This is an optimization exercise on Yosys and OpenROAD, whose aim is small area, a short achievable clock period and few clock cycles, not a production implementation.
At most, simulation tests tie the RTL to the original design; equivalence was not proved.

the baseline:
==> flow/design.v <==
package evs_pkg;
  localparam logic [1:0] K_WT  = 2'd0;   
  localparam logic [1:0] K_GW  = 2'd1;   
  localparam logic [1:0] K_RT  = 2'd2;   
  localparam logic [1:0] K_SGL = 2'd3;   
endpackage
`timescale 1ns/1ps
module evs_finder_top (
  input  logic        clk,
  input  logic        reset,
  input  logic        cmd_start,
  input  logic [2:0]  cmd_op,
  input  logic [41:0] cmd_adr_target,
  input  logic [41:0] cmd_adr_search,
  input  logic [9:0]  cmd_threshold,
  input  logic [9:0]  cmd_wait_cycles,
  input  logic [3:0]  cmd_evs_wanted,
  input  logic [15:0] cmd_guess_limit,
  input  logic        cmd_large_page,
  output logic        mem_req_valid,
  output logic        mem_req_write,
  output logic [41:0] mem_req_addr,
  input  logic        mem_ack,
  input  logic [3:0]  evs_rd_index,
  output logic        op_done,
  output logic [9:0]  op_timing,
  output logic [3:0]  evs_count,
  output logic [41:0] evs_rd_data
);
  logic [41:0] target_q;
  logic [25:0] base_hi;      
  logic [4:0]  base_lo;      
  logic [15:0] end_q;        
  logic [9:0]  thr_q;
  logic [9:0]  wait_q;
  logic [3:0]  need_q;       
  logic        large_q;
  logic        idle;         
  logic        start;        
  logic        waitack;      
  logic        waitw;        
  logic        is_wb;        
  logic [1:0]  kind;         
  logic        req_valid;
  logic        req_write;
  logic [9:0]  lat;          
  logic [16:0] g;            
  logic [3:0]  count;
  logic [15:0] slot [15];
  logic [3:0]  wr_lo;
  logic [41:0] addr_q;
  logic        slow;
  logic        at_limit;
  logic        wait_hit;
  logic        rt_ack;
  logic        found;
  logic        rt_done;
  logic [9:0]  lat_inc;
  logic [16:0] rb_g;
  logic [15:0] rb_m;
  logic [16:0] g_inc;
  logic [16:0] sel_g;
  logic [25:0] hi_p1;
  logic [25:0] hi_sel;
  logic [15:0] rb_grp [4];
  logic [41:0] gaddr;
  logic [15:0] srch_mid;
  assign slow     = (lat >= thr_q);
  assign at_limit = (g[15:0] == end_q);
  assign wait_hit = ((is_wb ? g[9:0] : lat) == wait_q);
  assign rt_ack   = waitack && mem_ack && (kind == evs_pkg::K_RT);
  assign found    = rt_ack && slow;
  assign rt_done  = rt_ack && ((slow && count == need_q) || at_limit);
  assign lat_inc  = (lat == 10'h3FF) ? lat : lat + 10'd1;
  assign g_inc    = g + 17'd1;
  always_comb begin
    for (int j = 0; j < 4; j++) begin
      case (evs_rd_index[1:0])
        2'd0: rb_grp[j] = slot[4*j];
        2'd1: rb_grp[j] = slot[4*j+1];
        2'd2: rb_grp[j] = slot[4*j+2];
        default: rb_grp[j] = (j == 3) ? slot[14] : slot[4*j+3];
      endcase
    end
    rb_m = rb_grp[evs_rd_index[3:2]];
    rb_g = {evs_rd_index >= wr_lo, rb_m};
  end
  assign hi_p1 = base_hi + (large_q ? 26'd1 : 26'd32);
  assign sel_g  = idle ? rb_g : ((kind == evs_pkg::K_RT) ? g_inc : g);
  assign hi_sel = sel_g[16] ? hi_p1 : base_hi;
  assign gaddr[41:21] = hi_sel[25:5];
  assign gaddr[20:16] = large_q ? hi_sel[4:0]  : sel_g[15:11];
  assign gaddr[15:5]  = large_q ? sel_g[15:5] : sel_g[10:0];
  assign gaddr[4:0]   = large_q ? sel_g[4:0]  : base_lo;
  assign srch_mid = cmd_large_page ? cmd_adr_search[15:0] : cmd_adr_search[20:5];
  always_ff @(posedge clk) begin
    if (idle && cmd_start) begin
      target_q <= cmd_adr_target;
      base_hi  <= cmd_adr_search[41:16];
      base_lo  <= cmd_adr_search[4:0];
      end_q    <= srch_mid + cmd_guess_limit;
      thr_q    <= cmd_threshold;
      wait_q   <= cmd_wait_cycles;
      need_q   <= (cmd_evs_wanted == 4'd0) ? 4'd0 : cmd_evs_wanted - 4'd1;
      large_q  <= cmd_large_page;
      is_wb    <= (cmd_op == 3'd2);
    end
  end
  always_ff @(posedge clk) begin
    if (reset) begin
      idle      <= 1'b1;
      start     <= 1'b0;
      waitack   <= 1'b0;
      waitw     <= 1'b0;
      req_valid <= 1'b0;
      lat       <= '0;
      count     <= '0;
    end else begin
      req_valid <= 1'b0;
      if (idle && cmd_start) begin
        count <= '0;
        if (!cmd_op[2]) begin
          idle  <= 1'b0;
          start <= 1'b1;
        end
      end
      if (start) begin
        start     <= 1'b0;
        waitack   <= 1'b1;
        req_valid <= 1'b1;
        lat       <= 10'd1;
      end
      if (waitack) begin
        if (!mem_ack) begin
          lat <= lat_inc;
        end else begin
          case (kind)
            evs_pkg::K_WT, evs_pkg::K_GW: begin
              waitack <= 1'b0;
              waitw   <= 1'b1;
              lat     <= '0;
            end
            evs_pkg::K_RT: begin
              if (found) count <= count + 4'd1;
              if (rt_done) begin
                waitack <= 1'b0;
                idle    <= 1'b1;
              end else begin
                req_valid <= 1'b1;
                lat       <= 10'd1;
              end
            end
            default: begin
              waitack <= 1'b0;
              if (is_wb) waitw <= 1'b1;
              else       idle  <= 1'b1;
            end
          endcase
        end
      end
      if (waitw) begin
        if (wait_hit) begin
          waitw <= 1'b0;
          if (kind == evs_pkg::K_SGL) begin
            idle <= 1'b1;
          end else begin
            waitack   <= 1'b1;
            req_valid <= 1'b1;
            lat       <= 10'd1;
          end
        end else if (!is_wb) begin
          lat <= lat_inc;
        end
      end
    end
  end
  always_ff @(posedge clk) begin
    if (idle && cmd_start) begin
      kind      <= (cmd_op == 3'd0) ? evs_pkg::K_WT : evs_pkg::K_SGL;
      req_write <= (cmd_op != 3'd3);
      g         <= {1'b0, srch_mid};
      wr_lo     <= '0;
    end else if (waitack && mem_ack) begin
      if (kind == evs_pkg::K_WT) kind <= evs_pkg::K_GW;
      if (kind == evs_pkg::K_GW) kind <= evs_pkg::K_RT;
      if (kind == evs_pkg::K_RT) begin
        kind      <= slow ? evs_pkg::K_WT : evs_pkg::K_GW;
        req_write <= 1'b1;
        g         <= g_inc;
        if (slow && !g[16]) wr_lo <= count + 4'd1;
      end
      if (kind == evs_pkg::K_SGL) g <= '0;
    end else if (waitw) begin
      req_write <= (kind == evs_pkg::K_GW);
      if (is_wb) g <= g_inc;
    end
  end
  always_ff @(posedge clk) begin
    for (int k = 0; k < 15; k++) begin
      if (found && count == 4'(k)) slot[k] <= g[15:0];
    end
  end
  always_ff @(posedge clk) begin
    if (idle) begin
      addr_q <= gaddr;
    end else if (start) begin
      addr_q <= target_q;
    end else if (waitw) begin
      addr_q <= (kind == evs_pkg::K_GW) ? gaddr : target_q;
    end else if (waitack && kind == evs_pkg::K_RT) begin
      addr_q <= slow && mem_ack ? target_q : gaddr;
    end
  end
  assign op_done       = idle;
  assign op_timing     = lat;
  assign evs_count     = count;
  assign evs_rd_data   = addr_q;
  assign mem_req_valid = req_valid;
  assign mem_req_write = req_write;
  assign mem_req_addr  = addr_q;
endmodule
clock: 5.0 ns
lec_check: 0
cap_margin: 20
core_margin: 2
core_utilization: 60
setup_slack_margin: 1.5
slew_margin: 20
standard.sh (not shown) runs the stock make flow with config.mk's settings and CLKGATE_MAP_FILE= SYNTH_SCRIPT=/design/flow/synth_recipe.tcl, a recipe that flattens the netlist after the stock synthesis.
==> flow/flow/run.sh <==
#!/bin/bash
# The standard layout, with the smallest buffer on every port instead of the
# delay-cell buffer buffer_ports picks by default. The timing repair may still
# upsize any port buffer on a critical path.
set -euo pipefail
export BUFFER_PORTS_ARGS="-buffer_cell sky130_fd_sc_hd__buf_1"
bash standard.sh > standard_flow.log 2>&1
Testbench counts of the baseline, summed over its fixed seeds: cycles 144,010.
The inputs of the candidate differ from those of the baseline as listed below.
-- flow/design.v --
<<< the baseline, line 46
  logic [9:0]  lat;          
  logic [16:0] g;            
  logic [3:0]  count;
  logic [15:0] slot [15];
>>> the candidate, line 46
  logic [9:0]  lat;          
  logic [16:0] g;            
  logic        g_full;       
  logic [3:0]  count;
  logic [15:0] slot [15];
<<< the baseline, line 73
  assign rt_done  = rt_ack && ((slow && count == need_q) || at_limit);
  assign lat_inc  = (lat == 10'h3FF) ? lat : lat + 10'd1;
  assign g_inc    = g + 17'd1;
  always_comb begin
    for (int j = 0; j < 4; j++) begin
>>> the candidate, line 74
  assign rt_done  = rt_ack && ((slow && count == need_q) || at_limit);
  assign lat_inc  = (lat == 10'h3FF) ? lat : lat + 10'd1;
  assign g_inc    = {g[16] | g_full, g[15:0] + 16'd1};
  always_comb begin
    for (int j = 0; j < 4; j++) begin
<<< the baseline, line 180
      req_write <= (cmd_op != 3'd3);
      g         <= {1'b0, srch_mid};
      wr_lo     <= '0;
    end else if (waitack && mem_ack) begin
>>> the candidate, line 181
      req_write <= (cmd_op != 3'd3);
      g         <= {1'b0, srch_mid};
      g_full    <= &srch_mid;
      wr_lo     <= '0;
    end else if (waitack && mem_ack) begin
<<< the baseline, line 188
        req_write <= 1'b1;
        g         <= g_inc;
        if (slow && !g[16]) wr_lo <= count + 4'd1;
      end
>>> the candidate, line 190
        req_write <= 1'b1;
        g         <= g_inc;
        g_full    <= (g[15:0] == 16'hFFFE);
        if (slow && !g[16]) wr_lo <= count + 4'd1;
      end
<<< the baseline, line 201
    end
  end
  always_ff @(posedge clk) begin
    if (idle) begin
      addr_q <= gaddr;
    end else if (start) begin
      addr_q <= target_q;
    end else if (waitw) begin
      addr_q <= (kind == evs_pkg::K_GW) ? gaddr : target_q;
    end else if (waitack && kind == evs_pkg::K_RT) begin
      addr_q <= slow && mem_ack ? target_q : gaddr;
    end
  end
  assign op_done       = idle;
>>> the candidate, line 204
    end
  end
  logic addr_tgt;
  assign addr_tgt = !idle && (start
                           || (waitw && kind != evs_pkg::K_GW)
                           || (waitack && kind == evs_pkg::K_RT && slow && mem_ack));
  always_ff @(posedge clk) begin
    addr_q <= addr_tgt ? target_q : gaddr;
  end
  assign op_done       = idle;
[summary]
The candidate completed every stage of the flow, and the final layout passed the timing, design-rule and antenna checks. Going from the baseline to the candidate, global-route wire length before repair shrank by about 3.7%, non-clock buffer count shrank by 7.2%. Compared with the baseline, in the candidate core utilization fell by 0.82 points, post-layout instance count excluding filler cells fell by about 4%, total wirelength of the detailed-routed design fell by 3400 um. Area of the mapped netlist | the candidate below the baseline. The setup slack of the candidate is smaller than that of the baseline. Per the comparison of the candidate with the baseline, post-route standard cell area excluding fillers fell by 450 um^2, number of gates given a new drive strength after cts +3.
No functional check of the RTL was part of the candidate.

separate check: timing with driven ports:
Ports are ideal in the flow. The routed layouts listed here were re-timed in OpenROAD.
Step 1 assumes that a clkbuf_16 drives the clock port and a buf_2 every other input.
Step 2 adds t to the input delays and takes it off the output delays; t is the mean of the earliest and latest rising clock arrival at the registers after step 1. Input paths then give back, and output paths get back, about the clock's delay inside the block.
Three values: no drivers, after step 1, after step 2; two values: the first two.
| run | t (ns) | setup slack, ns | worst hold slack (ns) | worst setup path at the end | pins driven straight from the clock port |
|---|---|---|---|---|---|
| the baseline | 0.625 | 1.639 / 1.639 / 1.079 | 0.513 / 0.513 / 0.513 | input to register | 1 |
| the candidate | 0.629 | 1.623 / 1.622 / 0.994 | 0.454 / 0.454 / 0.454 | input to register | 1 |
After both steps every run listed still meets setup and hold. For the candidate, which loses most, drivers alone change the setup slack by -0.001 ns; drivers and shift together by -0.629 ns.
